What follows belongs to an exercise in optimizing a design on an open flow for small area, a short achievable clock period and few clock cycles per item; a production flow would make more cautious choices.
Where RTL was checked, it was by simulation tests only, not by an equivalence proof against the original.
Power and IR drop assume default switching activity.

== alpha ==
==> flow/design.v <==
`timescale 1ns/10ps
package lc4_isa_pkg;
   localparam int WORD_W    = 16;  
   localparam int REG_SEL_W = 3;   
   localparam int NZP_W     = 3;
   localparam logic [3:0] OP_ARITH = 4'b0001;
   localparam logic [3:0] OP_LOGIC = 4'b0101;
   localparam logic [3:0] OP_CONST = 4'b1001;
   localparam logic [2:0] ARITH_ADD = 3'b000;
   localparam logic [2:0] ARITH_SUB = 3'b010;
   localparam logic [2:0] LOGIC_AND = 3'b000;
   localparam logic [2:0] LOGIC_NOT = 3'b001;
   localparam logic [2:0] LOGIC_OR  = 3'b010;
   localparam logic [2:0] LOGIC_XOR = 3'b011;
   localparam logic [NZP_W-1:0] NZP_NEG  = 3'b100;
   localparam logic [NZP_W-1:0] NZP_ZERO = 3'b010;
   localparam logic [NZP_W-1:0] NZP_POS  = 3'b001;
   typedef struct packed {
      logic [3:0]           opcode;
      logic [REG_SEL_W-1:0] rd;
      logic [REG_SEL_W-1:0] rs;
      logic [2:0]           sub;   
      logic [REG_SEL_W-1:0] rt;
   } insn_reg_t;
   typedef struct packed {
      logic [3:0]           opcode;
      logic [REG_SEL_W-1:0] rd;
      logic [REG_SEL_W-1:0] rs;
      logic                 imm_flag;  
      logic [4:0]           imm5;
   } insn_imm_t;
   typedef struct packed {
      logic [3:0]           opcode;
      logic [REG_SEL_W-1:0] rd;
      logic [8:0]           imm9;  
   } insn_cst_t;
   typedef union packed {
      insn_reg_t r;
      insn_imm_t i;
      insn_cst_t c;
   } lc4_insn_u;
endpackage
`timescale 1ns/10ps
package lc4_pipe_pkg;
   localparam int WORD_W    = 16;
   localparam int REG_SEL_W = 3;
   localparam int NZP_W     = 3;
   typedef enum logic [1:0] {
      STALL_NONE  = 2'd0,  
      STALL_SPLIT = 2'd1,  
      STALL_RESET = 2'd2   
   } stall_e;
   typedef struct packed {
      logic [REG_SEL_W-1:0] rs_sel;
      logic                              rs_re;
      logic [REG_SEL_W-1:0] rt_sel;
      logic                              rt_re;
      logic [REG_SEL_W-1:0] rd_sel;
      logic                              rf_we;
      logic                              nzp_we;
   } ctrl_t;
   typedef struct packed {
      stall_e                           stall;
      logic [WORD_W-1:0]   pc;
      logic [WORD_W-1:0]                insn;  
      ctrl_t                            ctrl;
   } issue_t;
   typedef struct packed {
      logic                              we;
      logic [REG_SEL_W-1:0] sel;
      logic [WORD_W-1:0]    data;
   } wr_port_t;
   typedef struct packed {
      stall_e                            stall;
      logic [WORD_W-1:0]    pc;
      logic [WORD_W-1:0]    insn;
      logic                              rf_we;
      logic [REG_SEL_W-1:0] wsel;
      logic [WORD_W-1:0]    wdata;
      logic                              nzp_we;
      logic [NZP_W-1:0]     nzp;
   } commit_t;
endpackage
`timescale 1ns/10ps
`timescale 1ns/10ps
`timescale 1ns/10ps
`timescale 1ns/10ps
`timescale 1ns/10ps
`timescale 1ns/10ps
module lc4_superscalar #(
   parameter logic [lc4_isa_pkg::WORD_W-1:0] START_PC = 16'h8200
) (
   input  logic                            gwe,
   input  logic                            i_rst,
   output logic [lc4_isa_pkg::WORD_W-1:0]  o_pc,
   input  lc4_isa_pkg::lc4_insn_u          i_insn_a,
   input  lc4_isa_pkg::lc4_insn_u          i_insn_b,
   output lc4_pipe_pkg::commit_t           o_commit_a,
   output lc4_pipe_pkg::commit_t           o_commit_b
);
   logic [15:0] pc_q;
   always_ff @(posedge gwe) begin
      if (i_rst) pc_q <= START_PC;
      else       pc_q <= pc_q + 16'd1;
   end
   assign o_pc = pc_q;
   logic [15:0] d_insn;
   assign d_insn = i_insn_a;
   logic        x_v, x_we, x_fa, x_fb, x_sub;
   logic [15:0] x_insn, x_a, x_b;
   logic        w_v, w_we, w_z;
   logic [15:0] w_insn, w_data, w_pc;
   logic [15:0] regs [8];
   logic        d_wr, d_imm, d_sub;
   logic [2:0]  d_rs, d_rt;
   logic [15:0] d_a, d_b;
   assign d_wr  = (d_insn[15:12] == 4'b0001) || (d_insn[15:12] == 4'b0101) ||
                  (d_insn[15:12] == 4'b1001);
   assign d_imm = d_insn[5];
   assign d_sub = d_insn[15:12] == 4'b0001 && d_insn[5:3] == 3'b010;
   assign d_rs  = d_insn[8:6];
   assign d_rt  = d_insn[2:0];
   assign d_a   = (w_we && w_insn[11:9] == d_rs) ? w_data : regs[d_rs];
   assign d_b   = d_imm ? {{11{d_insn[4]}}, d_insn[4:0]} :
                  (w_we && w_insn[11:9] == d_rt) ? w_data : regs[d_rt];
   always_ff @(posedge gwe) begin
      if (i_rst) begin
         x_v  <= 1'b0;
         x_we <= 1'b0;
      end else begin
         x_v  <= 1'b1;
         x_we <= d_wr;
      end
      x_insn <= d_insn;
      x_sub  <= d_sub;
      x_a    <= d_a;
      x_b    <= d_b ^ {16{d_sub}};    
      x_fa   <= x_we && (x_insn[11:9] == d_rs);
      x_fb   <= x_we && !d_imm && (x_insn[11:9] == d_rt);
   end
   logic [15:0] op_a, bb, g, p, gg, pp, sum, res;
   logic        is_arith, is_logic, is_const, is_imm;
   logic        s_sum, s_and, s_not, s_or, s_xor;
   assign is_arith = x_insn[15:12] == 4'b0001;
   assign is_logic = x_insn[15:12] == 4'b0101;
   assign is_const = x_insn[15:12] == 4'b1001;
   assign is_imm   = x_insn[5];
   assign s_sum    = is_arith && (is_imm || !x_insn[3]);    
   assign s_and    = is_logic && (is_imm || x_insn[4:3] == 2'b00);
   assign s_not    = is_logic && !is_imm && x_insn[4:3] == 2'b01;
   assign s_or     = is_logic && !is_imm && x_insn[4:3] == 2'b10;
   assign s_xor    = is_logic && !is_imm && x_insn[4:3] == 2'b11;
   assign op_a = x_fa ? w_data : x_a;
   assign bb   = x_fb ? (w_data ^ {16{x_sub}}) : x_b;
   assign g    = op_a & bb;
   assign p    = op_a ^ bb;
   always_comb begin
      logic [15:0] gn, pn;
      gg    = g;
      pp    = p;
      gg[0] = g[0] | (p[0] & x_sub);
      for (int d = 1; d < 16; d = d * 2) begin
         gn = gg;
         pn = pp;
         for (int i = d; i < 16; i++) begin
            gn[i] = gg[i] | (pp[i] & gg[i-d]);
            pn[i] = pp[i] & pp[i-d];
         end
         gg = gn;
         pp = pn;
      end
   end
   assign sum = p ^ {gg[14:0], x_sub};
   logic [15:0] res_ns, t;
   logic        z_sum, res_z;
   assign res_ns = ({16{s_and}} & g) |
                   ({16{s_not}} & ~op_a) |
                   ({16{s_or}}  & (g | p)) |
                   ({16{s_xor}} & p) |
                   ({16{is_const}} & {{7{x_insn[8]}}, x_insn[8:0]});
   assign res    = ({16{s_sum}} & sum) | res_ns;
   assign t      = op_a | bb;
   assign z_sum  = &(p ~^ {t[14:0], x_sub});
   assign res_z  = s_sum ? z_sum : (res_ns == 16'd0);
   always_ff @(posedge gwe) begin
      if (i_rst) begin
         w_v  <= 1'b0;
         w_we <= 1'b0;
         w_pc <= START_PC - 16'd2;
      end else begin
         w_v  <= x_v;
         w_we <= x_we;
         w_pc <= w_pc + 16'd1;
      end
      w_insn <= x_insn;
      w_data <= res;
      w_z    <= res_z;
   end
   logic [15:0] rf_wd;
   assign rf_wd = w_data & ~{16{i_rst}};
   always_ff @(posedge gwe) begin
      for (int r = 0; r < 8; r++)
         if (i_rst || (w_we && w_insn[11:9] == 3'(r))) regs[r] <= rf_wd;
   end
   always_comb begin
      o_commit_a.stall  = w_v ? lc4_pipe_pkg::STALL_NONE : lc4_pipe_pkg::STALL_SPLIT;
      o_commit_a.pc     = w_pc;
      o_commit_a.insn   = w_insn;
      o_commit_a.rf_we  = w_we;
      o_commit_a.wsel   = w_insn[11:9];
      o_commit_a.wdata  = w_data;
      o_commit_a.nzp_we = w_we;
      if (w_data[15])          o_commit_a.nzp = lc4_isa_pkg::NZP_NEG;
      else if (w_z)            o_commit_a.nzp = lc4_isa_pkg::NZP_ZERO;
      else                     o_commit_a.nzp = lc4_isa_pkg::NZP_POS;
   end
   assign o_commit_b = {lc4_pipe_pkg::STALL_SPLIT, 56'd0};
endmodule
Settings: LEC_CHECK=0, ABC_AREA=1, CAP_MARGIN=20, CORE_MARGIN=2, CORE_UTILIZATION=40, SETUP_SLACK_MARGIN=3.2, SLEW_MARGIN=20; clock period 5.5 ns.
standard.sh (not shown) runs the stock make flow with config.mk's settings and CLKGATE_MAP_FILE= SYNTH_SCRIPT=/design/flow/synth_recipe.tcl, a recipe that flattens the netlist after the stock synthesis.
==> flow/flow/run.sh <==
#!/bin/bash
# The standard layout with two changes: synthesis leaves adders to abc (no
# full/half-adder cells), and the ports get plain buffers, not delay cells.
set -euo pipefail
bash standard.sh ADDER_MAP_FILE= "BUFFER_PORTS_ARGS=-buffer_cell sky130_fd_sc_hd__buf_2" finish > standard.log 2>&1
Inputs modified between alpha and beta:
Settings: CTS_BUF_LIST newly set to sky130_fd_sc_hd__clkbuf_4; SETUP_SLACK_MARGIN changed from 3.2 to 2.8.
==> flow/run.sh (new file) <==
#!/bin/bash
# synth_recipe.tcl (not shown) runs the flow's synth.tcl, then flattens the netlist and writes it again
# the make line also repeats each setting of config.mk as NAME=value (left out here)
make -C /OpenROAD-flow-scripts/flow DESIGN_CONFIG=/design/flow/config.mk WORK_HOME=/design/flow/orfs CLKGATE_MAP_FILE= SYNTH_SCRIPT=/design/flow/synth_recipe.tcl finish
removed: flow/flow/run.sh
removed: flow/standard.sh
### Flow results
- beta | stages: all done | timing, DRC, antenna: all pass
- Area of placed instances (higher): beta
- beta vs. alpha: clock tree buffer count of the final layout went up by 60.
- Part of the cycle the worst path needs was lower in the run labelled alpha.
- The final reports for beta and alpha show setup slack lower in the former.
- Between beta and alpha, it is beta whose clock latency at the later pin of the worst-skew pair is higher, by 0.16 ns.
- For the post-layout total power, beta came in 9.6% lower than alpha did.
- On worst-case vdd ir drop: beta sits below alpha.
- Looking only at register-to-register slack, and setting everything else aside, the higher value of alpha and beta goes to alpha.
Function was not checked in any run of this note: the RTL went through the layout flow alone.


## v32
Starts from the design.v that is shown in full above.
clock: 5.5 ns
lec_check: 0
abc_area: 1
cap_margin: 20
core_margin: 2
core_utilization: 40
cts_buf_list: sky130_fd_sc_hd__clkbuf_4
setup_slack_margin: 2.8
slew_margin: 20
==> flow/flow/run.sh <==
#!/bin/bash
# The standard layout, with plain buffers (not delay cells) on the ports.
set -euo pipefail
export BUFFER_PORTS_ARGS="-buffer_cell sky130_fd_sc_hd__buf_2"
bash standard.sh > standard.log 2>&1
v32 | stages: all done | timing, DRC, antenna: all pass
Input-level comparison between v50 and v32:
==> flow/flow/run.sh <==
#!/bin/bash
# The standard layout with two changes: synthesis leaves adders to abc (no
# full/half-adder cells), and the ports get plain buffers, not delay cells.
set -euo pipefail
bash standard.sh ADDER_MAP_FILE= "BUFFER_PORTS_ARGS=-buffer_cell sky130_fd_sc_hd__buf_2" finish > standard.log 2>&1
--- a/flow/config.mk
+++ b/flow/config.mk
@@ -11,3 +11,2 @@
 export CORE_UTILIZATION = 40
-export CTS_BUF_LIST = sky130_fd_sc_hd__clkbuf_4
 export SETUP_SLACK_MARGIN = 2.8
Findings:
Measured against each other, v50 and v32 differ in clock latency on the worst-skew pair, the higher figure coming from v32.
v50 went all the way through the flow, and no timing, DRC or antenna check failed.
Summary of v50 over v32: endpoint required time on the critical path dropped 230 ps; sequential area share after synthesis climbed 1.1 points.
Input changes introduced in v14 (baseline for comparison: v50):
==> flow/run.sh (new file) <==
#!/bin/bash
# synth_recipe.tcl (not shown) runs the flow's synth.tcl, then flattens the netlist and writes it again
# the make line also repeats each setting of config.mk as NAME=value (left out here)
make -C /OpenROAD-flow-scripts/flow DESIGN_CONFIG=/design/flow/config.mk WORK_HOME=/design/flow/orfs CLKGATE_MAP_FILE= SYNTH_SCRIPT=/design/flow/synth_recipe.tcl finish
removed: flow/flow/run.sh
removed: flow/standard.sh
Results
Inverter count (lower): v50
v14 packs its core tighter than v50.
The critical path start-end classification comes out input port to register in one run and register to primary output in the other, namely in v50 and v14 respectively.
v14 vs v50: wire length down in v14
v14 vs. v50: non-clock buffer count went down by about 5.6%.
In the flow results for v50 and v14, the net total in the final layout is larger on v14.
v14 ends up with higher total area of sequential cells than v50 does.
v14 vs. v50: design area rose 860 µm², share of power burned in registers has decreased, post-synthesis instance total now sits higher, met2 track demand over resource in global routing moved down.
On v14: amount of wire on met3 after detailed routing is 220 µm higher than what v50 gave.
#### Input delta (v7 over v14)
==> flow/flow/run.sh (new file) <==
#!/bin/bash
# The standard layout, with plain buffers (not delay cells) on the ports.
set -euo pipefail
export BUFFER_PORTS_ARGS="-buffer_cell sky130_fd_sc_hd__buf_2"
bash standard.sh > standard.log 2>&1
==> flow/standard.sh (new file) <==
#!/bin/bash
# synth_recipe.tcl (not shown) runs the flow's synth.tcl, then flattens the netlist and writes it again
# the make line also repeats each setting of config.mk as NAME=value (left out here)
make -C /OpenROAD-flow-scripts/flow DESIGN_CONFIG=/design/flow/config.mk WORK_HOME=/design/flow/orfs CLKGATE_MAP_FILE= SYNTH_SCRIPT=/design/flow/synth_recipe.tcl "${@:-finish}"
removed: flow/run.sh
Results
In the reports for v14 and v7, the larger core utilization belongs to v14.
Count of clock-buffer cells in the layout (v7 vs. v14) increases by a few percent
Diff v14 -> v7: endpoint arrival time on the critical path saw an increase; area growth from synthesis to layout saw a decrease; maximum frequency saw an increase.
Looking at standard cell with the maximum stage delay on the critical path, the sky130_fd_sc_hd__inv_1 result is from v7; the sky130_fd_sc_hd__clkdlybuf4s50_1 one comes from v14.
Changes observed in v7 relative to v14: leakage power went down about 0.9%; clock period minus worst slack went down 110 ps.
No functional check of the RTL was part of any run of this note.


Setup of build 2:
Another version of the RTL of lc4_superscalar (not shown whole).
Size: ~1100 cells after synthesis, roughly 260 flip-flops, ~170 I/O pins.
Design lc4_superscalar, start of the top module:
module lc4_superscalar #(
   parameter logic [lc4_isa_pkg::WORD_W-1:0] START_PC = 16'h8200
) (
   input  logic                            gwe,
   input  logic                            i_rst,
   output logic [lc4_isa_pkg::WORD_W-1:0]  o_pc,
   input  lc4_isa_pkg::lc4_insn_u          i_insn_a,
   input  lc4_isa_pkg::lc4_insn_u          i_insn_b,
   output lc4_pipe_pkg::commit_t           o_commit_a,
   output lc4_pipe_pkg::commit_t           o_commit_b
);
make LEC_CHECK=0 ABC_CLOCK_PERIOD_IN_PS=2500 CAP_MARGIN=20 CORE_MARGIN=2 CORE_UTILIZATION=40 SETUP_SLACK_MARGIN=2.8 SLEW_MARGIN=20 finish   # period 5.5 ns
run.sh (not shown) runs the stock make flow with config.mk's settings and CLKGATE_MAP_FILE= SYNTH_SCRIPT=/design/flow/synth_recipe.tcl, a recipe that flattens the netlist after the stock synthesis.
Stock flow here: none of the scripts above is used.
Testbench counts of build 2, summed over its fixed seeds: cycles 12,024, items 12,000.
Setup changes, build 2 to build 80
# build 2
export LEC_CHECK = 0
export ABC_CLOCK_PERIOD_IN_PS = 2500
export CAP_MARGIN = 20
export CORE_MARGIN = 2
export CORE_UTILIZATION = 40
export SETUP_SLACK_MARGIN = 2.8
export SLEW_MARGIN = 20
create_clock -name core_clock -period 5.5 [get_ports {gwe}]
# build 80
export LEC_CHECK = 0
export CAP_MARGIN = 20
export CORE_MARGIN = 2
export CORE_UTILIZATION = 40
export SLEW_MARGIN = 20
create_clock -name core_clock -period 5.5 [get_ports {gwe}]
--- outcome ---
- Looking at power consumed by sequential cells across build 80 and build 2, the one that comes out lower is build 80.
- Core utilization: build 80 lower than build 2
- Between build 80 and build 2, worst hold slack is higher for build 80, build 2 comes in under that.
- Taking build 80 over build 2, the routed wire length ratio works out to 0.881.
- Average wire length per cell after detail routing delta for build 80 relative to build 2: about 7% lower
- Via count (build 2 / build 80): 1.08
- NOTE: worst setup slack in build 80 falls short of that of build 2
- Build 2 consumes more power than build 80.


## lagoon
Another version of the RTL of lc4_superscalar (not shown whole).
Size in the first run: roughly 1,600 cells after synthesis, ~170 I/O pins.
## lc4_superscalar
module lc4_superscalar #(
   parameter logic [lc4_isa_pkg::WORD_W-1:0] START_PC = 16'h8200
) (
   input  logic                            gwe,
   input  logic                            i_rst,
   output logic [lc4_isa_pkg::WORD_W-1:0]  o_pc,
   input  lc4_isa_pkg::lc4_insn_u          i_insn_a,
   input  lc4_isa_pkg::lc4_insn_u          i_insn_b,
   output lc4_pipe_pkg::commit_t           o_commit_a,
   output lc4_pipe_pkg::commit_t           o_commit_b
);
==> flow/config.mk <==
export PLATFORM = sky130hd
export DESIGN_NAME = lc4_superscalar
export DESIGN_NICKNAME = lc4_superscalar
export VERILOG_FILES = /design/flow/design.v
export SDC_FILE = /design/flow/constraint.sdc
export NUM_CORES = 4
export LEC_CHECK = 0
export ABC_AREA = 1
export CAP_MARGIN = 20
export CORE_MARGIN = 2
export CORE_UTILIZATION = 40
export CTS_CLUSTER_DIAMETER = 100
export CTS_CLUSTER_SIZE = 20
export SETUP_SLACK_MARGIN = 3.4
export SLEW_MARGIN = 20
==> flow/constraint.sdc <==
create_clock -name core_clock -period 5.5 [get_ports {gwe}]
set_input_delay 1.1000 -clock core_clock [delete_from_list [all_inputs] [get_ports {gwe}]]
set_output_delay 1.1000 -clock core_clock [all_outputs]
set_load 0.01 [all_outputs]
standard.sh (not shown) runs the stock make flow with config.mk's settings and CLKGATE_MAP_FILE= SYNTH_SCRIPT=/design/flow/synth_recipe.tcl, a recipe that flattens the netlist after the stock synthesis.
==> flow/flow/run.sh <==
#!/bin/bash
# The standard layout with two changes: synthesis leaves adders to abc (no
# full/half-adder cells), and the ports get plain buffers, not delay cells.
set -euo pipefail
bash standard.sh ADDER_MAP_FILE= "BUFFER_PORTS_ARGS=-buffer_cell sky130_fd_sc_hd__buf_2" finish > standard.log 2>&1
Testbench counts of lagoon, summed over its fixed seeds: cycles 12,024, items 12,000.
Changes in maple relative to lagoon:
- SETUP_SLACK_MARGIN changed from 3.4 to 3.2
- CTS_CLUSTER_DIAMETER changed from 100 to 120
- CTS_CLUSTER_SIZE changed from 20 to 30
Notes after the runs:
The number of vias per cell after detailed routing was comparable across lagoon and maple. Row hold slack: maple lower / lagoon higher. Looking at end point of the critical path, the o_commit_a[2] result is from lagoon; the o_commit_a[10] one comes from maple. Going from lagoon to maple, final critical delay including setup and external delays climbed 0.046 ns; cell count now smaller; met1 routed wirelength after detailed routing went down; portion of total power attributed to sequential cells now larger. Looking only at footprint of the flip-flops and latches, and setting everything else aside, the lower value of lagoon and maple goes to maple. Compared with lagoon, in maple met3 global-route usage roughly the same; clock share of power decreased 2.4 points.
The following lists how onyx was set up differently from maple:
- PLACE_DENSITY: unset -> 0.75
- CTS_CLUSTER_DIAMETER: 120 -> 100
- CTS_CLUSTER_SIZE: 30 -> 20
### Flow results
onyx against maple: setup slack after layout now smaller; path length in cells of the critical path rose 7; total global-route track usage moved down; wire length reported by the detailed router lost 1.6 mm; fraction of area in multi-input gates decreased 0.23 points.
onyx vs maple — maximum achievable frequency dropped about 3%.
For onyx, the cell type of the slowest stage on the worst timing path was a221oi_1, unlike maple, where it was dfxtp_1.
In the flow results for maple and onyx, the clock power share is larger on onyx.
Total power of onyx is higher than that of maple.

afterwards: timing with drivers on the ports:
How much do the figures lean on ideal ports? The routed layouts below were timed once more, with nothing changed but the port constraints.
Step 1: set_driving_cell puts a clkbuf_16 on gwe and a buf_2 on each other input, an assumption about the parent block.
Step 2 also shifts input and output timing later by t, the mid clock arrival at the registers, as if the neighbouring blocks saw the same clock.
Three values: ideal, step 1, step 2; two values: the first two.
run | shift t [ns] | slack for setup (ns) | hold WS [ns] | cell pins on the clock port's net
alpha | 0.597 | 3.173 / 3.161 / 2.564 | 0.350 / 0.350 / 0.350 | 1
beta | 0.728 | 2.814 / 2.809 / 2.097 | 0.352 / 0.352 / 0.352 | 1
v32 | 0.717 | 2.914 / 2.926 / 2.209 | 0.346 / 0.346 / 0.346 | 1
v50 | 0.596 | 2.869 / 2.878 / 2.282 | 0.353 / 0.353 / 0.353 | 1
v14 | 0.591 | 2.846 / 2.792 / 2.280 | 0.357 / 0.357 / 0.357 | 1
v7 | 0.597 | 2.952 / 2.966 / 2.369 | 0.354 / 0.354 / 0.354 | 1
build 2 | 0.607 | 2.198 / 2.198 / 2.198 | 0.326 / 0.326 / 0.326 | 1
build 80 | 0.589 | 1.428 / 1.428 / 1.428 | 0.331 / 0.331 / 0.331 | 1
lagoon | 0.550 | 3.291 / 3.238 / 3.013 | 0.334 / 0.334 / 0.334 | 1
maple | 0.541 | 3.245 / 3.193 / 2.891 | 0.331 / 0.331 / 0.331 | 1
onyx | 0.532 | 3.174 / 3.174 / 2.780 | 0.332 / 0.332 / 0.332 | 1
After both steps setup and hold are still met in every run listed. The setup slack of beta, which loses most, moves by -0.005 ns with the drivers and by -0.717 ns with both steps.
